From an optimization exercise on the open Yosys and OpenROAD flow, aimed at small area; shortcuts taken in it are not production practice. At most, simulation tests tie the RTL to the original design; equivalence was not proved. Power and IR drop assume default switching activity.

==> flow/design.v <==
package pifo_geom_pkg;
    localparam int NUM_RINGS = 28;
    localparam int RING_LEN  = 3;
    localparam int NUM_SLOTS = NUM_RINGS * RING_LEN;    
    localparam int CAPACITY  = 84;
    localparam int OCC_W     = 7;
endpackage
package pifo_node_pkg;
    localparam int PRIO_W  = 12;
    localparam int TAG_W   = 4;                  
    localparam int ENTRY_W = TAG_W + PRIO_W;     
    localparam int HALF_W  = 8;
    localparam int WIN_W   = 6;
    localparam logic [2*HALF_W-1:0] INV_MASK = 16'hCCCC;
    localparam logic [ENTRY_W-1:0] EMPTY_ENTRY = 16'h0FFF;
endpackage
`timescale 1ns/10ps
module pifo_min_select
(
    input  logic i_cand,
    input  logic i_b1_n,
    input  logic i_b0_n,
    input  logic i_z1_n,
    input  logic i_z0_n,
    output logic o_t0x_n,
    output logic o_t00_n,
    output logic o_t10_n,
    output logic o_cand_n
);
    assign o_t0x_n  = ~(i_cand & i_b1_n);
    assign o_t00_n  = ~(i_cand & i_b1_n & i_b0_n);
    assign o_t10_n  = ~(i_cand & ~i_b1_n & i_b0_n);
    assign o_cand_n = ~(i_cand & (i_b1_n | i_z1_n) & (i_b0_n | i_z0_n));
endmodule
`timescale 1ns/10ps
module pifo_level_engine
(
    input  logic i_cand_n,
    input  logic i_b1,
    input  logic i_b0,
    input  logic i_z1,
    input  logic i_z0,
    output logic o_t0x,
    output logic o_t00,
    output logic o_t10,
    output logic o_cand
);
    assign o_t0x  = ~(i_cand_n | i_b1);
    assign o_t00  = ~(i_cand_n | i_b1 | i_b0);
    assign o_t10  = ~(i_cand_n | ~i_b1 | i_b0);
    assign o_cand = ~(i_cand_n | (i_b1 & i_z1) | (i_b0 & i_z0));
endmodule
`timescale 1ns/10ps
import pifo_geom_pkg::*;
import pifo_node_pkg::*;
module pifo_top
(
    input  logic               i_clk,
    input  logic               i_arst_n,
    input  logic               i_push,
    input  logic [ENTRY_W-1:0] i_push_data,
    input  logic               i_pop,
    output logic               o_pop_valid,
    output logic [ENTRY_W-1:0] o_pop_data
);
    localparam int NS = NUM_SLOTS;
    logic [2*HALF_W-1:0] slot_q [NS];    
    logic [NS-1:0]       valid_q;
    logic [NS-1:0]       cand_q;         
    logic [ENTRY_W-1:0]  pend_q;         
    logic                pend_v_q;
    logic                pend_c_q;       
    logic                pcmp_q;         
    logic [PRIO_W-1:0]   min_prio_q;
    logic [OCC_W-1:0]    occ_q;
    logic                phase_q;
    logic                pop_q;          
    logic                empty_q;        
    logic                wait_q;         
    logic                run2_q;         
    logic push_acc;
    logic pop_cmd;
    assign push_acc = i_push && !i_pop && (occ_q != OCC_W'(CAPACITY));
    assign pop_cmd  = i_pop && !i_push;
    always_ff @(posedge i_clk or negedge i_arst_n) begin
        if (!i_arst_n) begin
            occ_q       <= '0;
            pop_q       <= 1'b0;
            o_pop_valid <= 1'b0;
            pcmp_q      <= 1'b0;
            phase_q     <= 1'b0;
            wait_q      <= 1'b0;
            run2_q      <= 1'b0;
        end else begin
            if (push_acc) begin
                occ_q <= occ_q + 1'b1;
            end else if (pop_cmd && occ_q != '0) begin
                occ_q <= occ_q - 1'b1;
            end
            pop_q       <= pop_cmd;
            o_pop_valid <= pop_q;
            pcmp_q      <= push_acc;
            phase_q     <= !phase_q;
            wait_q      <= pop_q && phase_q;
            run2_q      <= search_start;
        end
    end
    always_ff @(posedge i_clk) begin
        empty_q <= (occ_q == '0);
        if (push_acc) begin
            pend_q <= i_push_data;
        end
    end
    logic [NUM_RINGS-1:0] ring_ins;
    logic                 ins_any;
    logic                 new_min;
    logic [2*HALF_W-1:0]  pend_word;
    always_comb begin
        logic taken;
        taken = 1'b0;
        for (int r = 0; r < NUM_RINGS; r++) begin
            ring_ins[r] = pend_v_q && !valid_q[r*RING_LEN + RING_LEN-1] && !taken;
            taken       = taken || !valid_q[r*RING_LEN + RING_LEN-1];
        end
        ins_any = pend_v_q && taken;
    end
    assign new_min = pcmp_q && (pend_q[PRIO_W-1:0] < min_prio_q);
    assign pend_word = INV_MASK ^ (phase_q ?
        {pend_q[11:6], pend_q[15:14], pend_q[5:0], pend_q[13:12]} :
        {pend_q[5:0], pend_q[13:12], pend_q[11:6], pend_q[15:14]});
    always_ff @(posedge i_clk or negedge i_arst_n) begin
        if (!i_arst_n) begin
            pend_v_q <= 1'b0;
        end else begin
            pend_v_q <= push_acc || (pend_v_q && !ins_any);
        end
    end
    always_ff @(posedge i_clk) begin
        if (pcmp_q) begin
            pend_c_q <= new_min;
        end
    end
    logic              search_start;
    logic              searching;
    logic [WIN_W-1:0]  z;
    logic [NS-1:0]     s_res;
    logic [NS-1:0]     s_keep;
    assign search_start = !phase_q && (pop_q || wait_q);
    assign searching    = search_start || run2_q;
    logic [NS-1:0] c_step [4];           
    logic [NS-1:0] t0x [3];
    logic [NS-1:0] t00 [3];
    logic [NS-1:0] t10 [3];
    always_comb begin
        for (int s = 0; s < NS; s++) begin
            c_step[3][s] = search_start ? (valid_q[s] && !cand_q[s]) : cand_q[s];
        end
    end
    for (genvar p = 0; p < 3; p++) begin : g_step
        logic z1, z0;
        if (p % 2 == 0) begin : g_y
            assign z1 = searching && !(&t0x[p]);
            assign z0 = searching && (z1 ? !(&t00[p]) : !(&t10[p]));
            for (genvar s = 0; s < NS; s++) begin : g_slot
                pifo_min_select u_bits (
                    .i_cand   (c_step[p+1][s]),
                    .i_b1_n   (slot_q[s][2*HALF_W-WIN_W+2*p+1]),
                    .i_b0_n   (slot_q[s][2*HALF_W-WIN_W+2*p]),
                    .i_z1_n   (!z1),
                    .i_z0_n   (!z0),
                    .o_t0x_n  (t0x[p][s]),
                    .o_t00_n  (t00[p][s]),
                    .o_t10_n  (t10[p][s]),
                    .o_cand_n (c_step[p][s])
                );
            end
        end else begin : g_x
            assign z1 = searching && (|t0x[p]);
            assign z0 = searching && (z1 ? (|t00[p]) : (|t10[p]));
            for (genvar s = 0; s < NS; s++) begin : g_slot
                pifo_level_engine u_bits (
                    .i_cand_n (c_step[p+1][s]),
                    .i_b1     (slot_q[s][2*HALF_W-WIN_W+2*p+1]),
                    .i_b0     (slot_q[s][2*HALF_W-WIN_W+2*p]),
                    .i_z1     (z1),
                    .i_z0     (z0),
                    .o_t0x    (t0x[p][s]),
                    .o_t00    (t00[p][s]),
                    .o_t10    (t10[p][s]),
                    .o_cand   (c_step[p][s])
                );
            end
        end
        assign z[2*p+1] = z1;
        assign z[2*p]   = z0;
    end
    assign s_res = ~c_step[0];
    localparam int GRP = 12;
    localparam int NG  = NS / GRP;
    logic [NG-1:0] g_any;
    always_comb begin
        logic seen;
        for (int g = 0; g < NG; g++) begin
            g_any[g] = |s_res[g*GRP +: GRP];
        end
        seen = 1'b0;
        for (int g = 0; g < NG; g++) begin
            logic in_seen;
            in_seen = seen;
            for (int i = 0; i < GRP; i++) begin
                s_keep[g*GRP+i] = !(run2_q && in_seen) && !new_min;
                in_seen         = in_seen || s_res[g*GRP+i];
            end
            seen = seen || g_any[g];
        end
    end
    always_ff @(posedge i_clk or negedge i_arst_n) begin
        if (!i_arst_n) begin
            min_prio_q <= '1;
        end else begin
            if (search_start) begin
                min_prio_q[11:6] <= ~z;
            end else if (run2_q) begin
                min_prio_q[5:0] <= ~z;
            end else if (new_min) begin
                min_prio_q <= pend_q[PRIO_W-1:0];
            end
        end
    end
    always_ff @(posedge i_clk or negedge i_arst_n) begin
        if (!i_arst_n) begin
            valid_q <= '0;
        end else begin
            for (int r = 0; r < NUM_RINGS; r++) begin
                for (int k = 0; k < RING_LEN; k++) begin
                    int s, src;
                    s   = r*RING_LEN + k;
                    src = (k == 0) ? r*RING_LEN + RING_LEN-1 : s - 1;
                    if (k == 0 && ring_ins[r]) begin
                        valid_q[s] <= 1'b1;
                    end else begin
                        valid_q[s] <= valid_q[src] && !(pop_q && cand_q[src]);
                    end
                end
            end
        end
    end
    always_ff @(posedge i_clk) begin
        for (int r = 0; r < NUM_RINGS; r++) begin
            for (int k = 0; k < RING_LEN; k++) begin
                int s, src;
                s   = r*RING_LEN + k;
                src = (k == 0) ? r*RING_LEN + RING_LEN-1 : s - 1;
                if (k == 0 && ring_ins[r]) begin
                    slot_q[s] <= pend_word;
                    cand_q[s] <= pcmp_q ? new_min : pend_c_q;
                end else begin
                    slot_q[s] <= {slot_q[src][HALF_W-1:0], slot_q[src][2*HALF_W-1:HALF_W]};
                    cand_q[s] <= s_res[src] && s_keep[src];
                end
            end
        end
    end
    logic [1:0] tag_up;
    logic [1:0] tag_lo;
    always_comb begin
        tag_up = '0;
        tag_lo = '0;
        for (int s = 0; s < NS; s++) begin
            tag_up = tag_up | ({2{cand_q[s]}} & slot_q[s][HALF_W+1:HALF_W]);
            tag_lo = tag_lo | ({2{cand_q[s]}} & slot_q[s][1:0]);
        end
    end
    always_ff @(posedge i_clk) begin
        if (pop_q) begin
            if (empty_q) begin
                o_pop_data <= EMPTY_ENTRY;
            end else begin
                o_pop_data <= {(phase_q ? {tag_lo, tag_up} : {tag_up, tag_lo}), min_prio_q};
            end
        end
    end
endmodule
make LEC_CHECK=0 ABC_AREA=1 CAP_MARGIN=20 CORE_MARGIN=2 CORE_UTILIZATION=40 SLEW_MARGIN=20 finish   # period 12.0 ns
run.sh (not shown) runs the stock make flow with config.mk's settings and CLKGATE_MAP_FILE= SYNTH_SCRIPT=/design/flow/synth_recipe.tcl, a recipe that flattens the netlist after the stock synthesis.
Edit:
- SYNTH_HIERARCHICAL: not set -> 1
- SYNTH_MINIMUM_KEEP_SIZE: not set -> 0
Outcome: The changed run produced a clean layout. Global-route usage falls by 5.3 points. Final cell count falls by about 2.2%. Worst setup slack gets better by 62 ps. Routed wire length falls by 21%. Synthesized cell count falls by 3.4%. Synthesized area falls by about 3%. Count of clock-buffer cells in the layout falls by 8. Maximum frequency rises by 0.54%.
Edit:
- CTS_BUF_LIST: not set -> sky130_fd_sc_hd__clkbuf_4 sky130_fd_sc_hd__clkbuf_8
The changed run completed with no timing, DRC or antenna violations.
Design area hardly moves.
Non-clock buffer count is unchanged.
Global-route usage came out higher by 0.13 points.
Die area is unchanged.
Final cell count came out higher slightly.
Clock skew came out higher by 36 ps.
Sequential power hardly moves.
Synthesized cell count is unchanged.
No functional check of the RTL was part of any run of this note.


== the baseline ==
pifo_top, a different RTL version from the one above (not shown whole).
Size in the first run: ~5,300 cells after synthesis, ~1,600 flip-flops, ~37 I/O pins, ~0.050 mm2 of cells after synthesis.
make LEC_CHECK=0 ABC_AREA=1 CAP_MARGIN=20 CORE_MARGIN=2 CORE_UTILIZATION=65 CTS_BUF_LIST='sky130_fd_sc_hd__clkbuf_4 sky130_fd_sc_hd__clkbuf_8' SLEW_MARGIN=20 SYNTH_HIERARCHICAL=1 SYNTH_MINIMUM_KEEP_SIZE=0 finish   # period 12.0 ns
The baseline finished all stages; however, its layout fails the closing checks, the failures being setup timing.
Relative to the baseline, the following input files were edited for the candidate:
--- a/flow/config.mk
+++ b/flow/config.mk
@@ -10,4 +10,3 @@
 export CORE_MARGIN = 2
-export CORE_UTILIZATION = 65
-export CTS_BUF_LIST = sky130_fd_sc_hd__clkbuf_4 sky130_fd_sc_hd__clkbuf_8
+export CORE_UTILIZATION = 40
 export SLEW_MARGIN = 20
Results
- The candidate finished every stage; the final checks, however, were not passed, the failures being setup timing.
- [compare] base=the baseline new=the candidate: clock network fraction of design power increased by 1.5 points relative to the old numbers, fraction of power consumed by combinational cells now sits higher, peak clock frequency supported by timing increased by 0.57 MHz relative to the old numbers.
- [the candidate] sequential share of cell area fell 1.4 points relative to the baseline
Function was not checked in any run of this note: the RTL went through the layout flow alone.


Another version of the RTL of pifo_top (not shown whole).
Size in the first run: roughly 1600 flip-flops, about 37 I/O pins, roughly 0.054 mm^2 of cells after synthesis.
clock: 12.0 ns
lec_check: 0
abc_area: 1
cap_margin: 20
core_margin: 2
core_utilization: 40
cts_cluster_diameter: 100
cts_cluster_size: 28
gpl_timing_driven: 0
slew_margin: 20
synth_hierarchical: 1
synth_minimum_keep_size: 0
Change:
CTS_CLUSTER_SIZE = 24   (was 28)
GPL_TIMING_DRIVEN = unset   (was 0)
After rerunning: The changed run ran to the end with no violations; die area is unchanged; wire length drops by 7.5%; clock skew hardly moves; critical path depth drops by 5; cell area drops by 0.96%; non-clock buffer count drops by 149; register-to-register slack improved by 0.21 ns; synthesized area is unchanged; synthesized cell count is unchanged; count of clock-buffer cells in the layout climbs by 15.
Change:
CORE_UTILIZATION = 60   (was 40)
Core utilization is higher by 21 points.
Area after synthesis does not change.
Final cell count is lower by 7.4%.
Hold slack is better by 0.0048 ns.
Power is lower by 1.7%.
First-iteration DRC count barely changes.
Wire length is lower by 4.8%.
Change:
CORE_UTILIZATION = 40   (was 60)
CTS_CLUSTER_SIZE = 28   (was 24)
After rerunning: Hold slack improved by 0.0044 ns; via count barely changes; combinational power climbs by about 3%; wire length climbs by about 5%; design area is higher by 0.80%; total power hardly moves; non-clock buffer count drops by 5; register-to-register slack is worse by 0.18 ns.

static timing again, ports no longer ideal:
Ports are ideal in the flow. The routed layouts listed here were re-timed in OpenROAD.
Step 1 sets driving cells, clkbuf_16 on the clock port and buf_2 on the other inputs (assumed; they add their load-dependent delay and slew).
Step 2, shift: input delay + t, output delay - t, t = (earliest + latest rising clock arrival at the registers) / 2. This alone moves slack from input paths to output paths.
Three values: no drivers, after step 1, after step 2; two values: the first two.
run | shift t [ns] | slack for setup (ns) | clock arrival spread, ns | worst register clock-pin slew, ns | worst slew at a driven data input, ns
the first run of note 1 | 0.879 | 0.441 / 0.441 / 0.441 | 0.029 / 0.029 | 0.07 / 0.07 | 0.04
the second run of note 1 | 0.855 | 0.503 / 0.503 / 0.503 | 0.036 / 0.036 | 0.07 / 0.07 | 0.08
the third run of note 1 | 1.038 | 0.644 / 0.644 / 0.644 | 0.075 / 0.075 | 0.07 / 0.07 | 0.08
the baseline | 0.943 | -1.837 / -1.837 / -1.837 | 0.053 / 0.053 | 0.07 / 0.07 | 0.04
the candidate | 0.855 | -1.728 / -1.728 / -1.728 | 0.044 / 0.045 | 0.07 / 0.07 | 0.05
the first run of note 3 | 0.777 | 0.213 / 0.213 / 0.213 | 0.043 / 0.042 | 0.12 / 0.12 | 0.05
the second run of note 3 | 0.786 | 0.425 / 0.425 / 0.425 | 0.045 / 0.045 | 0.11 / 0.11 | 0.05
the third run of note 3 | 0.746 | 0.711 / 0.711 / 0.711 | 0.046 / 0.046 | 0.11 / 0.11 | 0.05
the fourth run of note 3 | 0.768 | 0.530 / 0.530 / 0.530 | 0.054 / 0.054 | 0.12 / 0.12 | 0.05
